Source: an optimization exercise on an open RTL-to-GDS flow (aim: a short achievable clock period and few clock cycles per item). Production flows keep margins and buffers that such runs may drop.
The RTL was checked by simulation tests, not by an equivalence proof against the original design.
Power and IR drop assume default switching activity.

## mdc_top
module mdc_top (
    input  logic                   clk,
    input  logic                   rst_n,
    input  logic                   in_valid,
    input  logic [mdc_ctrl_pkg::data_code_w-1:0] in_data,
    input  logic [mdc_ctrl_pkg::mode_code_w-1:0] in_mode,
    output logic                   out_valid,
    output mdc_data_pkg::result_t                out_data
);
Size in the first run: roughly 11,000 cells after synthesis.
Settings: LEC_CHECK=0, CAP_MARGIN=20, CORE_MARGIN=2, CORE_UTILIZATION=45, CTS_CLUSTER_DIAMETER=150, CTS_CLUSTER_SIZE=22, SETUP_SLACK_MARGIN=1.0, SLEW_MARGIN=20; clock period 25.0 ns.
standard.sh (not shown) runs the stock make flow with config.mk's settings and CLKGATE_MAP_FILE= SYNTH_SCRIPT=/design/flow/synth_recipe.tcl, a recipe that flattens the netlist after the stock synthesis.
==> flow/flow/run.sh <==
#!/bin/bash
# Standard ORFS layout (the standard.sh, standard synthesis included),
# with these changes to how the layout is made; the clock period and all
# constraints stay the design's:
# - repair_timing is asked to keep a large setup margin, so that it works
#   on the paths that set the achieved period;
# - before detailed placement, each register that drives an output port's
#   buffer is put next to that buffer (place_outs.tcl);
set -euo pipefail
cd "$(dirname "$0")/.."
KNOBS=(SETUP_SLACK_MARGIN=19.3 "PRE_DETAIL_PLACE_TCL=$PWD/flow/place_outs.tcl")
bash standard.sh "${KNOBS[@]}" "PRE_GLOBAL_ROUTE_TCL=$PWD/flow/clk_top.tcl" \
  finish > flow_make.log 2>&1
openroad -no_init -exit flow/clk_pins.tcl > clk_pins.log 2>&1
n=$(sed -n 's/^CLKPINS //p' clk_pins.log)
if [[ -z "$n" || "$n" -gt 4 ]]; then
  mv orfs orfs_clk_top
  rm -f out/final.def
  bash standard.sh "${KNOBS[@]}" finish > flow_make_plain.log 2>&1
fi
==> flow/flow/clk_top.tcl <==
# Shorten the top of the clock tree. CTS builds an H-tree: the clock port
# drives a root buffer at the middle of the core, which drives the
# first-level buffers (4 or 8), which drive the leaf buffers. Here the
# root and the first level are replaced by 4 buffers placed where the
# root was, each driving the leaf buffers of one quadrant, and the clock
# port drives those 4 buffers directly: one level less, the same for
# every register. The port's net is a single short trunk to the middle.
set block [ord::get_db_block]
set clknet [[$block findBTerm clk] getNet]
set loads {}
foreach it [$clknet getITerms] {
  if {[$it isInputSignal]} { lappend loads $it }
}
proc out_net {inst} {
  foreach it [$inst getITerms] {
    if {[$it isOutputSignal]} { return [$it getNet] }
  }
  return "NULL"
}
proc sinks {net drv} {
  set s {}
  foreach it [$net getITerms] {
    if {[$it getInst] ne $drv} { lappend s $it }
  }
  return $s
}
if {[llength $loads] != 1} {
  puts "CLK_TOP: clock port has [llength $loads] loads, left as it is"
  return
}
set root [[lindex $loads 0] getInst]
set n0 [out_net $root]
set mids {}
foreach it [sinks $n0 $root] {
  set m [$it getInst]
  if {![string match "*clkbuf*" [[$m getMaster] getName]]} {
    puts "CLK_TOP: root drives [[$m getMaster] getName], left as it is"
    return
  }
  lappend mids $m
}
set nm [llength $mids]
if {$nm != 4 && $nm != 8} {
  puts "CLK_TOP: root drives $nm buffers, left as it is"
  return
}
lassign [$root getLocation] rx ry
set master [$root getMaster]
# quadrant of each first-level buffer, by its position against the root's
array set group {}
foreach m $mids {
  lassign [$m getLocation] mx my
  set q [expr {($mx > $rx ? 1 : 0) + ($my > $ry ? 2 : 0)}]
  lappend group($q) $m
}
foreach q {0 1 2 3} {
  if {![info exists group($q)] || [llength $group($q)] != $nm / 4} {
    puts "CLK_TOP: uneven quadrants, left as it is"
    return
  }
}
set w [$master getWidth]
foreach q {0 1 2 3} {
  set t [odb::dbInst_create $block $master "clkbuf_top_$q"]
  $t setLocation [expr {$rx + ($q - 2) * $w}] $ry
  $t setPlacementStatus PLACED
  set n [odb::dbNet_create $block "clknet_top_$q"]
  $n setSigType CLOCK
  [$t findITerm A] connect $clknet
  [$t findITerm X] connect $n
  foreach m $group($q) {
    set mn [out_net $m]
    foreach it [sinks $mn $m] {
      $it disconnect
      $it connect $n
    }
    foreach it [$m getITerms] { $it disconnect }
    odb::dbInst_destroy $m
    odb::dbNet_destroy $mn
  }
}
foreach it [$root getITerms] { $it disconnect }
odb::dbInst_destroy $root
odb::dbNet_destroy $n0
detailed_placement
puts "CLK_TOP: replaced the root and $nm first-level buffers by 4 buffers driven by the port"
Other scripts of this flow, unchanged in this note and not shown: flow/flow/clk_pins.tcl, flow/flow/place_outs.tcl
Testbench counts at the start, summed over its fixed seeds: cycles 6,528, matrices 384.
==> next run, changes <==
--- a/flow/flow/clk_top.tcl
+++ b/flow/flow/clk_top.tcl
@@ -3,6 +3,8 @@
 # first-level buffers (4 or 8), which drive the leaf buffers. Here the
-# root and the first level are replaced by 4 buffers placed where the
-# root was, each driving the leaf buffers of one quadrant, and the clock
-# port drives those 4 buffers directly: one level less, the same for
-# every register. The port's net is a single short trunk to the middle.
+# root and the first level are replaced by 4 buffers (buf_16, the
+# strongest buffer) placed where the root was, each driving the leaf
+# buffers of one quadrant, and the clock port drives those 4 buffers
+# directly: one level less, the same for every register. The port's net
+# is a single trunk to the middle. CLK_TOP_FRAC, if set, moves each of
+# the 4 buffers that fraction of the way towards its quadrant's leaves.
 set block [ord::get_db_block]
@@ -47,3 +49,3 @@
 lassign [$root getLocation] rx ry
-set master [$root getMaster]
+set master [[ord::get_db] findMaster sky130_fd_sc_hd__buf_16]
 # quadrant of each first-level buffer, by its position against the root's
@@ -62,5 +64,19 @@
 set w [$master getWidth]
+set frac [expr {[info exists ::env(CLK_TOP_FRAC)] ? $::env(CLK_TOP_FRAC) : 0.0}]
 foreach q {0 1 2 3} {
+  # centroid of the quadrant's leaf buffers
+  set sx 0; set sy 0; set ns 0
+  foreach m $group($q) {
+    foreach it [sinks [out_net $m] $m] {
+      lassign [[$it getInst] getLocation] lx ly
+      set sx [expr {$sx + $lx}]; set sy [expr {$sy + $ly}]; incr ns
+    }
+  }
+  set tx $rx; set ty $ry
+  if {$ns > 0} {
+    set tx [expr {int($rx + $frac * ($sx / $ns - $rx))}]
+    set ty [expr {int($ry + $frac * ($sy / $ns - $ry))}]
+  }
   set t [odb::dbInst_create $block $master "clkbuf_top_$q"]
-  $t setLocation [expr {$rx + ($q - 2) * $w}] $ry
+  $t setLocation $tx $ty
   $t setPlacementStatus PLACED
After rerunning: Core utilization hardly moves; non-clock buffer count falls by 6; hold slack stays flat; design area is about the same; clock skew rises by 0.0039 ns; combinational power barely changes.

==> re-timing with driven ports <==
The results above use ideal ports. As a check the final layouts listed here were re-extracted and re-timed, cells and wires unchanged.
Step 1: set_driving_cell puts a clkbuf_16 on clk and a buf_2 on each other input, an assumption about the parent block.
Step 2, shift: input delay + t, output delay - t, t = (earliest + latest rising clock arrival at the registers) / 2. This alone moves slack from input paths to output paths.
a / b / c = no drivers / after step 1 / after step 2; a / b = the first two.
| run | t, ns | setup slack, ns | hold slack, ns | clock arrival spread, ns | slew at the worst register clock pin (ns) |
|---|---|---|---|---|---|
| the first run | 0.711 | 18.881 / 18.748 / 18.452 | 0.445 / 0.445 / 0.445 | 0.064 / 0.064 | 0.12 / 0.12 |
| the second run | 0.693 | 18.911 / 18.768 / 18.508 | 0.444 / 0.444 / 0.444 | 0.064 / 0.064 | 0.12 / 0.12 |
After both steps every run listed still meets setup and hold. For the first run, which loses most, drivers alone change the setup slack by -0.133 ns; drivers and shift together by -0.429 ns.
